What follows belongs to an exercise in optimizing a design on an open flow for small area; a production flow would make more cautious choices. In this exercise RTL edits were held to simulation tests only and were not proved equivalent to the original. Power is estimated from default activity; no workload was simulated. No driver is modelled on the clock port, so clocking that relies on it looks cheaper here than on a real chip.

==> inputs of run A <==
## rms_normalizer_top
module rms_normalizer_top #(
    parameter int MAX_LEN = rmsn_pkg::MAX_LEN_DEF
) (
    input  logic        clk,
    input  logic        rst_n,
    input  logic        psel,
    input  logic        penable,
    input  logic        pwrite,
    input  logic [2:0]  paddr,
    input  logic [31:0] pwdata,
    output logic [31:0] prdata,
    output logic        pready,
    input  logic        in_valid,
    output logic        in_stall,
    input  logic signed [15:0] element_value,
    input  logic signed [15:0] gain_weight,
    input  logic        end_of_vector,
    output logic        out_valid,
    input  logic        out_stall,
    output logic signed [15:0] normalized_value,
    output logic        final_output,
    output logic        length_overflow
);
==> flow/config.mk <==
export PLATFORM = sky130hd
export DESIGN_NAME = rms_normalizer_top
export DESIGN_NICKNAME = rms_normalizer_top
export VERILOG_FILES = /design/flow/design.v
export SDC_FILE = /design/flow/constraint.sdc
export NUM_CORES = 4
export LEC_CHECK = 0
export CAP_MARGIN = 20
export CORE_MARGIN = 2
export CORE_UTILIZATION = 40
export CTS_BUF_LIST = sky130_fd_sc_hd__clkbuf_16
export CTS_CLUSTER_DIAMETER = 60
export CTS_CLUSTER_SIZE = 35
export SLEW_MARGIN = 20
==> flow/constraint.sdc <==
create_clock -name core_clock -period 10.0 [get_ports {clk}]
set_input_delay 2.0000 -clock core_clock [delete_from_list [all_inputs] [get_ports {clk}]]
set_output_delay 2.0000 -clock core_clock [all_outputs]
set_load 0.01 [all_outputs]
standard.sh (not shown) runs the stock make flow with config.mk's settings and CLKGATE_MAP_FILE= SYNTH_SCRIPT=/design/flow/synth_recipe.tcl, a recipe that flattens the netlist after the stock synthesis.
==> flow/flow/run.sh <==
#!/bin/bash
# Standard ORFS flow; only the clock tree (no dummy loads) and the port
# buffer cell are chosen here. Tool output goes to flow_make.log.
set -euo pipefail
export CTS_ARGS="-sink_clustering_enable -repair_clock_nets -dont_use_dummy_load -buf_list sky130_fd_sc_hd__clkbuf_16 -sink_clustering_size 35 -sink_clustering_max_diameter 60"
export BUFFER_PORTS_ARGS="-buffer_cell sky130_fd_sc_hd__buf_1"
bash standard.sh > flow_make.log 2>&1
==> run M: changes against run A <==
==> flow/run.sh (new file) <==
#!/bin/bash
# synth_recipe.tcl (not shown) runs the flow's synth.tcl, then flattens the netlist and writes it again
# the make line also repeats each setting of config.mk as NAME=value (left out here)
make -C /OpenROAD-flow-scripts/flow DESIGN_CONFIG=/design/flow/config.mk WORK_HOME=/design/flow/orfs CLKGATE_MAP_FILE= SYNTH_SCRIPT=/design/flow/synth_recipe.tcl finish
removed: flow/flow/run.sh
removed: flow/standard.sh
==> run notes <==
metric	run M	run A
Number of non-filler instances in the completed layout	5,221	5,128
Worst setup margin	3900 ps	4370 ps
Clk_skew	56.7 ps	78.3 ps
Number of violations reported at the end of detailed-routing iteration 0	1,339	1,115
Outcome	complete, no violations	complete, no violations
Internal power	11,600 uW	11,200 uW
Routed via count	21,200	20,900
Met2 usage	0.138	0.138
Signed area change from the synthesized netlist to the final layout	13.0%	9.37%
Net total in the final layout	3,471	3,470
Clock network fraction of design power	0.357	0.315
Total design power	14,700 uW	13,700 uW
Routed wire length on met3	3.30 mm	3.00 mm
DR vias/cell	4.07	4.08
Sequential power share	0.635	0.679
Seq/total area	0.793	0.819
Multi-input gate share of the layout cell area	0.0861	0.0890
Part of the total power dissipated in combinational logic	0.008	0.006
Vias in the first global route	20,300	20,200
Clock slew at reported path FFs	120 ps	110 ps
Switching power	3080 uW	2540 uW
GR Util met3	0.0250	0.0236
Final cell utilization of the core	0.454	0.439

* * *

==> inputs of v22 <==
Another version of the RTL of rms_normalizer_top (not shown whole).
Settings: LEC_CHECK=0, CAP_MARGIN=20, CORE_MARGIN=2, CORE_UTILIZATION=40, CTS_BUF_LIST=sky130_fd_sc_hd__clkbuf_16, CTS_CLUSTER_DIAMETER=60, CTS_CLUSTER_SIZE=35, SLEW_MARGIN=20; clock period 10.0 ns.
==> flow/flow/run.sh <==
#!/bin/bash
# Standard ORFS flow; only the clock tree (no dummy loads) and the port
# buffer cell are chosen here. Tool output goes to flow_make.log.
set -euo pipefail
export CTS_ARGS="-sink_clustering_enable -repair_clock_nets -dont_use_dummy_load -buf_list sky130_fd_sc_hd__clkbuf_16 -sink_clustering_size 35 -sink_clustering_max_diameter 60"
export BUFFER_PORTS_ARGS="-buffer_cell sky130_fd_sc_hd__buf_1"
bash standard.sh > flow_make.log 2>&1
==> inputs of v10, as changes to v22 <==
--- a/flow/design.v
+++ b/flow/design.v
@@ -142,36 +142,28 @@
     assign b1_two = (bw == 3'b100) || (bw == 3'b011);
     assign b1_neg = bw[2];
     assign b2_one = pp[0] ^ pprev;
     assign b2_two = ((pp == 2'b10) && !pprev) || ((pp == 2'b01) && pprev);
     assign b2_neg = pp[1];
-    logic m16, m15, m14;
-    assign m16 = om ? xr[16] : qr[16];
-    assign m15 = om ? xr[15] : qr[15];
-    assign m14 = om ? xr[14] : qr[14];
-    logic x_a, x_b, x_ci, x_s, x_co, x_in, x_en;
+    logic x_a, x_b, x_ci, x_s, x_co, x_in;
     logic epsbit;
     always_comb
     begin
         epsbit = (c < 6'd24) ? eps[c[4:0]] : 1'b0;
-        x_a    = xr[0] && !((state == S_ADD) && xfirst);
+        x_a    = qr[0] && !((state == S_ADD) && xfirst);
         x_b    = (state == S_EPS) ? epsbit : rr[0];
         x_ci   = (c == 6'd0) ? 1'b0 : cx;
         x_s    = x_a ^ x_b ^ x_ci;
         x_co   = (x_a & x_b) | (x_a & x_ci) | (x_b & x_ci);
-        if ((state == S_ADD) || (state == S_EPS))
+        if (state == S_EPS)
             x_in = x_s;
-        else if ((state == S_MD) && (u >= 6'd2) && (c == 6'd38 - u))
-            x_in = qb;
         else if (state == S_LD)
-            x_in = wb;
+            x_in = om ? wb : xb;
         else if (state == S_M1)
             x_in = (c >= 6'd2) && xd2;
         else
             x_in = xr[0];
-        x_en = (state == S_ADD) || (state == S_MD) || (state == S_EPS) || (state == S_RS)
-            || (om && (((state == S_LD) && (c != 6'd0)) || (state == S_M1)));
     end
     logic r_first, r_a, r_sub, r_d, r_b, r_ci, r_s, r_co, nbit, r_step, r_in;
     always_comb
     begin
         nbit    = (c < 6'd7) ? cnt[c[2:0]] : 1'b0;
@@ -252,23 +244,22 @@
         else
             r2_in = s2;
         r2_en = sq_act || (state == S_M2) || (state == S_M1) || ((state == S_LD) && (c != 6'd0));
         if (state == S_RS)
             q_in = ((c == 6'd0) ? pend : qd1) && !sq_first;
-        else if (state == S_LD)
-            q_in = xb;
-        else if (state == S_M1)
-            q_in = (c >= 6'd2) && qd2;
+        else if (state == S_ADD)
+            q_in = x_s;
+        else if (state == S_MD)
+            q_in = (c == 6'd0) ? qb : qd1;
         else
             q_in = qr[0];
         q_en  = ((state == S_RS) && (u[0] || (u == 6'd62))) || (state == S_M2)
-            || (!om && (((state == S_LD) && (c != 6'd0)) || (state == S_M1)));
+            || (state == S_ADD) || (state == S_MD) || (state == S_EPS);
     end
     always_ff @(posedge clk)
     begin
-        if (x_en)
-            xr <= {x_in, xr[RW-1:1]};
+        xr   <= {x_in, xr[RW-1:1]};
         cx   <= x_co;
         xd1  <= xr[0];
         xd2  <= xd1;
         rr   <= {r_in, rr[RW-1:1]};
         cr   <= r_co;
@@ -284,12 +275,12 @@
         qd1  <= qr[0];
         qd2  <= qd1;
         qd3  <= qd2;
         if (state == S_EPS)
             vz <= ((c == 6'd0) ? 1'b1 : vz) && !x_s;
-        if ((state == S_MD) && (u <= 6'd36) && (c == 6'd36 - u))
-            bflop <= xr[0];
+        if ((state == S_MD) && (c == 6'd36))
+            bflop <= qr[0];
         if (state == S_EPS)
             qb <= 1'b0;
         else if (r_step && (c == 6'd36))
         begin
             qa <= qb;
@@ -299,95 +290,103 @@
         begin
             pend <= !s2;
             pos2 <= !s2;
         end
         if (((state == S_LD) && (c == 6'd37)) || ((state == S_M1) && (c == 6'd36)))
-            bw <= {m16, m15, m14};
+            bw <= xr[16:14];
         if (((state == S_M1) || (state == S_M2)) && (c == 6'd36))
         begin
             pp    <= rr[2:1];
             pprev <= (state == S_M2) && pp[1];
         end
     end
     logic inrange;
     assign inrange          = (r2[RW-1:15] == '0) || (r2[RW-1:15] == '1);
     assign out_valid        = (state == S_OV);
     assign normalized_value = inrange ? r2[15:0] : (r2[RW-1] ? 16'h8000 : 16'h7fff);
-    assign final_output     = (7'(k) + 7'd1 == cnt);
+    assign final_output     = is_final;
     assign length_overflow  = ovf;
     logic pass_end;
     assign pass_end = (c == 6'd36);
+    logic is_final;
+    assign is_final = (7'(k) + 7'd1 == cnt);
+    always_ff @(posedge clk)
+    begin
+        if (((state == S_COL) && take) || ((state == S_OW) && (ph == k)) || ((state == S_LD) && (c == 6'd37)))
+            c <= '0;
+        else if (state == S_LD)
+            c <= c + 6'd1;
+        else
+            c <= pass_end ? 6'd0 : c + 6'd1;
+        if (((state == S_COL) && take) || ((state == S_LD) && (c == 6'd37))
+            || (pass_end && (((state == S_M1) && (u == 6'd7)) || (state == S_ADD) || (state == S_EPS))))
+            u <= '0;
+        else if (pass_end)
+            u <= u + 6'd1;
+        if ((state == S_RS) && pass_end && (u == 6'd62))
+            k <= '0;
+        else if ((state == S_OV) && !out_stall)
+            k <= k + 6'd1;
+        if ((state == S_COL) && take && !cnt[6])
+        begin
+            lastf  <= end_of_vector;
+            xfirst <= (cnt == 7'd0);
+        end
+    end
     always_ff @(posedge clk or negedge rst_n)
     begin
         if (!rst_n)
         begin
             state  <= S_COL;
             om     <= 1'b0;
             ph     <= '0;
             cnt    <= '0;
             ovf    <= 1'b0;
-            k      <= '0;
-            c      <= '0;
-            u      <= '0;
-            lastf  <= 1'b0;
-            xfirst <= 1'b0;
             eps    <= rmsn_pkg::EPS_RESET;
         end
         else
         begin
             ph <= ph + 6'd1;
             if (psel && penable && pwrite && !paddr[2])
                 eps <= pwdata[rmsn_pkg::EPS_W-1:0];
-            c <= pass_end ? 6'd0 : c + 6'd1;
-            if (pass_end)
-                u <= u + 6'd1;
             case (state)
                 S_COL:
                 begin
                     if (take)
                     begin
-                        c <= '0;
-                        u <= '0;
                         if (cnt[6])
                         begin
                             ovf <= 1'b1;
                             if (end_of_vector)
                                 state <= S_MD;
                         end
                         else
                         begin
                             cnt    <= cnt + 7'd1;
-                            xfirst <= (cnt == 7'd0);
-                            lastf  <= end_of_vector;
                             state  <= S_LD;
                         end
                     end
                 end
                 S_LD:
                 begin
-                    c <= c + 6'd1;
                     if (c == 6'd37)
                     begin
                         state <= S_M1;
-                        c     <= '0;
-                        u     <= '0;
                     end
                 end
                 S_M1:
                 begin
                     if (pass_end && (u == 6'd7))
                     begin
                         state <= om ? S_M2 : S_ADD;
-                        u     <= '0;
                     end
                 end
                 S_ADD:
                 begin
                     if (pass_end)
                     begin
                         state <= lastf ? S_MD : S_COL;
-                        u     <= '0;
                     end
                 end
                 S_MD:
                 begin
                     if (pass_end && (u == 6'd38))
@@ -396,28 +395,25 @@
                 S_EPS:
                 begin
                     if (pass_end)
                     begin
                         state <= S_RS;
-                        u     <= '0;
                     end
                 end
                 S_RS:
                 begin
                     if (pass_end && (u == 6'd62))
                     begin
                         state <= S_OW;
                         om    <= 1'b1;
-                        k     <= '0;
                     end
                 end
                 S_OW:
                 begin
                     if (ph == k)
                     begin
                         state <= S_LD;
-                        c     <= '0;
                     end
                 end
                 S_M2:
                 begin
                     if (pass_end && (u == 6'd15))
@@ -425,21 +421,19 @@
                 end
                 S_OV:
                 begin
                     if (!out_stall)
                     begin
-                        if (7'(k) + 7'd1 == cnt)
+                        if (is_final)
                         begin
                             state <= S_COL;
                             om    <= 1'b0;
                             cnt   <= '0;
                             ovf   <= 1'b0;
-                            lastf <= 1'b0;
                         end
                         else
                         begin
-                            k     <= k + 6'd1;
                             state <= S_OW;
                         end
                     end
                 end
                 default:
==> flow/flow/run.sh (replaced) <==
#!/bin/bash
# Standard ORFS flow; only the clock tree (no dummy loads) and the port
# buffer cell are chosen here. Tool output goes to flow_make.log.
set -euo pipefail
export CTS_ARGS="-sink_clustering_enable -repair_clock_nets -dont_use_dummy_load -buf_list sky130_fd_sc_hd__clkbuf_16 -sink_clustering_size 35 -sink_clustering_max_diameter 100"
export BUFFER_PORTS_ARGS="-buffer_cell sky130_fd_sc_hd__buf_1"
bash standard.sh > flow_make.log 2>&1
==> inputs of v5, as changes to v22 <==
--- a/flow/design.v
+++ b/flow/design.v
@@ -142,36 +142,28 @@
     assign b1_two = (bw == 3'b100) || (bw == 3'b011);
     assign b1_neg = bw[2];
     assign b2_one = pp[0] ^ pprev;
     assign b2_two = ((pp == 2'b10) && !pprev) || ((pp == 2'b01) && pprev);
     assign b2_neg = pp[1];
-    logic m16, m15, m14;
-    assign m16 = om ? xr[16] : qr[16];
-    assign m15 = om ? xr[15] : qr[15];
-    assign m14 = om ? xr[14] : qr[14];
-    logic x_a, x_b, x_ci, x_s, x_co, x_in, x_en;
+    logic x_a, x_b, x_ci, x_s, x_co, x_in;
     logic epsbit;
     always_comb
     begin
         epsbit = (c < 6'd24) ? eps[c[4:0]] : 1'b0;
-        x_a    = xr[0] && !((state == S_ADD) && xfirst);
+        x_a    = qr[0] && !((state == S_ADD) && xfirst);
         x_b    = (state == S_EPS) ? epsbit : rr[0];
         x_ci   = (c == 6'd0) ? 1'b0 : cx;
         x_s    = x_a ^ x_b ^ x_ci;
         x_co   = (x_a & x_b) | (x_a & x_ci) | (x_b & x_ci);
-        if ((state == S_ADD) || (state == S_EPS))
+        if (state == S_EPS)
             x_in = x_s;
-        else if ((state == S_MD) && (u >= 6'd2) && (c == 6'd38 - u))
-            x_in = qb;
         else if (state == S_LD)
-            x_in = wb;
+            x_in = om ? wb : xb;
         else if (state == S_M1)
             x_in = (c >= 6'd2) && xd2;
         else
             x_in = xr[0];
-        x_en = (state == S_ADD) || (state == S_MD) || (state == S_EPS) || (state == S_RS)
-            || (om && (((state == S_LD) && (c != 6'd0)) || (state == S_M1)));
     end
     logic r_first, r_a, r_sub, r_d, r_b, r_ci, r_s, r_co, nbit, r_step, r_in;
     always_comb
     begin
         nbit    = (c < 6'd7) ? cnt[c[2:0]] : 1'b0;
@@ -252,23 +244,22 @@
         else
             r2_in = s2;
         r2_en = sq_act || (state == S_M2) || (state == S_M1) || ((state == S_LD) && (c != 6'd0));
         if (state == S_RS)
             q_in = ((c == 6'd0) ? pend : qd1) && !sq_first;
-        else if (state == S_LD)
-            q_in = xb;
-        else if (state == S_M1)
-            q_in = (c >= 6'd2) && qd2;
+        else if (state == S_ADD)
+            q_in = x_s;
+        else if (state == S_MD)
+            q_in = (c == 6'd0) ? qb : qd1;
         else
             q_in = qr[0];
         q_en  = ((state == S_RS) && (u[0] || (u == 6'd62))) || (state == S_M2)
-            || (!om && (((state == S_LD) && (c != 6'd0)) || (state == S_M1)));
+            || (state == S_ADD) || (state == S_MD) || (state == S_EPS);
     end
     always_ff @(posedge clk)
     begin
-        if (x_en)
-            xr <= {x_in, xr[RW-1:1]};
+        xr   <= {x_in, xr[RW-1:1]};
         cx   <= x_co;
         xd1  <= xr[0];
         xd2  <= xd1;
         rr   <= {r_in, rr[RW-1:1]};
         cr   <= r_co;
@@ -284,12 +275,12 @@
         qd1  <= qr[0];
         qd2  <= qd1;
         qd3  <= qd2;
         if (state == S_EPS)
             vz <= ((c == 6'd0) ? 1'b1 : vz) && !x_s;
-        if ((state == S_MD) && (u <= 6'd36) && (c == 6'd36 - u))
-            bflop <= xr[0];
+        if ((state == S_MD) && (c == 6'd36))
+            bflop <= qr[0];
         if (state == S_EPS)
             qb <= 1'b0;
         else if (r_step && (c == 6'd36))
         begin
             qa <= qb;
@@ -299,95 +290,103 @@
         begin
             pend <= !s2;
             pos2 <= !s2;
         end
         if (((state == S_LD) && (c == 6'd37)) || ((state == S_M1) && (c == 6'd36)))
-            bw <= {m16, m15, m14};
+            bw <= xr[16:14];
         if (((state == S_M1) || (state == S_M2)) && (c == 6'd36))
         begin
             pp    <= rr[2:1];
             pprev <= (state == S_M2) && pp[1];
         end
     end
     logic inrange;
     assign inrange          = (r2[RW-1:15] == '0) || (r2[RW-1:15] == '1);
     assign out_valid        = (state == S_OV);
     assign normalized_value = inrange ? r2[15:0] : (r2[RW-1] ? 16'h8000 : 16'h7fff);
-    assign final_output     = (7'(k) + 7'd1 == cnt);
+    assign final_output     = is_final;
     assign length_overflow  = ovf;
     logic pass_end;
     assign pass_end = (c == 6'd36);
+    logic is_final;
+    assign is_final = (7'(k) + 7'd1 == cnt);
+    always_ff @(posedge clk)
+    begin
+        if (((state == S_COL) && take) || ((state == S_OW) && (ph == k)) || ((state == S_LD) && (c == 6'd37)))
+            c <= '0;
+        else if (state == S_LD)
+            c <= c + 6'd1;
+        else
+            c <= pass_end ? 6'd0 : c + 6'd1;
+        if (((state == S_COL) && take) || ((state == S_LD) && (c == 6'd37))
+            || (pass_end && (((state == S_M1) && (u == 6'd7)) || (state == S_ADD) || (state == S_EPS))))
+            u <= '0;
+        else if (pass_end)
+            u <= u + 6'd1;
+        if ((state == S_RS) && pass_end && (u == 6'd62))
+            k <= '0;
+        else if ((state == S_OV) && !out_stall)
+            k <= k + 6'd1;
+        if ((state == S_COL) && take && !cnt[6])
+        begin
+            lastf  <= end_of_vector;
+            xfirst <= (cnt == 7'd0);
+        end
+    end
     always_ff @(posedge clk or negedge rst_n)
     begin
         if (!rst_n)
         begin
             state  <= S_COL;
             om     <= 1'b0;
             ph     <= '0;
             cnt    <= '0;
             ovf    <= 1'b0;
-            k      <= '0;
-            c      <= '0;
-            u      <= '0;
-            lastf  <= 1'b0;
-            xfirst <= 1'b0;
             eps    <= rmsn_pkg::EPS_RESET;
         end
         else
         begin
             ph <= ph + 6'd1;
             if (psel && penable && pwrite && !paddr[2])
                 eps <= pwdata[rmsn_pkg::EPS_W-1:0];
-            c <= pass_end ? 6'd0 : c + 6'd1;
-            if (pass_end)
-                u <= u + 6'd1;
             case (state)
                 S_COL:
                 begin
                     if (take)
                     begin
-                        c <= '0;
-                        u <= '0;
                         if (cnt[6])
                         begin
                             ovf <= 1'b1;
                             if (end_of_vector)
                                 state <= S_MD;
                         end
                         else
                         begin
                             cnt    <= cnt + 7'd1;
-                            xfirst <= (cnt == 7'd0);
-                            lastf  <= end_of_vector;
                             state  <= S_LD;
                         end
                     end
                 end
                 S_LD:
                 begin
-                    c <= c + 6'd1;
                     if (c == 6'd37)
                     begin
                         state <= S_M1;
-                        c     <= '0;
-                        u     <= '0;
                     end
                 end
                 S_M1:
                 begin
                     if (pass_end && (u == 6'd7))
                     begin
                         state <= om ? S_M2 : S_ADD;
-                        u     <= '0;
                     end
                 end
                 S_ADD:
                 begin
                     if (pass_end)
                     begin
                         state <= lastf ? S_MD : S_COL;
-                        u     <= '0;
                     end
                 end
                 S_MD:
                 begin
                     if (pass_end && (u == 6'd38))
@@ -396,28 +395,25 @@
                 S_EPS:
                 begin
                     if (pass_end)
                     begin
                         state <= S_RS;
-                        u     <= '0;
                     end
                 end
                 S_RS:
                 begin
                     if (pass_end && (u == 6'd62))
                     begin
                         state <= S_OW;
                         om    <= 1'b1;
-                        k     <= '0;
                     end
                 end
                 S_OW:
                 begin
                     if (ph == k)
                     begin
                         state <= S_LD;
-                        c     <= '0;
                     end
                 end
                 S_M2:
                 begin
                     if (pass_end && (u == 6'd15))
@@ -425,21 +421,19 @@
                 end
                 S_OV:
                 begin
                     if (!out_stall)
                     begin
-                        if (7'(k) + 7'd1 == cnt)
+                        if (is_final)
                         begin
                             state <= S_COL;
                             om    <= 1'b0;
                             cnt   <= '0;
                             ovf   <= 1'b0;
-                            lastf <= 1'b0;
                         end
                         else
                         begin
-                            k     <= k + 6'd1;
                             state <= S_OW;
                         end
                     end
                 end
                 default:
==> summary of the runs <==
- Routed wire length: v10 is lower than v22 (6.9%).
- Between v5 and v22, the lower sequential power is in v5 (gap 6.8%, measured against v22).
- v10 went through all stages and came out clean. v5 passed the timing, design-rule and antenna checks. v22 finished with timing, DRC and antenna clean.
- Total power: v22 > v5 > v10.
- Against v5, the register-to-register slack of v10 is worse by 0.02 ns.

## port drivers added, routing unchanged
The flow's constraints put no driver on any port. The routed layouts listed below were extracted and timed again, unchanged, in two steps.
Step 1 assumes that a clkbuf_16 drives the clock port and a buf_2 every other input.
Step 2 times the ports against the registers' clock, not the clock port: input delays grow and output delays shrink by t, the midpoint of the rising clock arrivals with the driver on.
Three values: ideal, step 1, step 2; two values: the first two.
| run | shift t [ns] | setup WS [ns] | clock arrival spread, ns | slew at the worst register clock pin (ns) | worst slew at a driven data input, ns |
|---|---|---|---|---|---|
| run A | 0.750 | 4.373 / 4.300 / 4.785 | 0.088 / 0.088 | 0.12 / 0.12 | 0.07 |
| run M | 0.789 | 3.897 / 3.826 / 4.321 | 0.057 / 0.057 | 0.12 / 0.12 | 0.07 |
| v22 | 0.748 | 5.089 / 5.017 / 5.343 | 0.136 / 0.136 | 0.12 / 0.12 | 0.05 |
| v10 | 0.705 | 5.075 / 5.006 / 5.213 | 0.076 / 0.076 | 0.12 / 0.12 | 0.08 |
| v5 | 0.757 | 5.041 / 4.971 / 5.212 | 0.072 / 0.072 | 0.12 / 0.12 | 0.08 |
After both steps setup and hold are still met in every run listed.
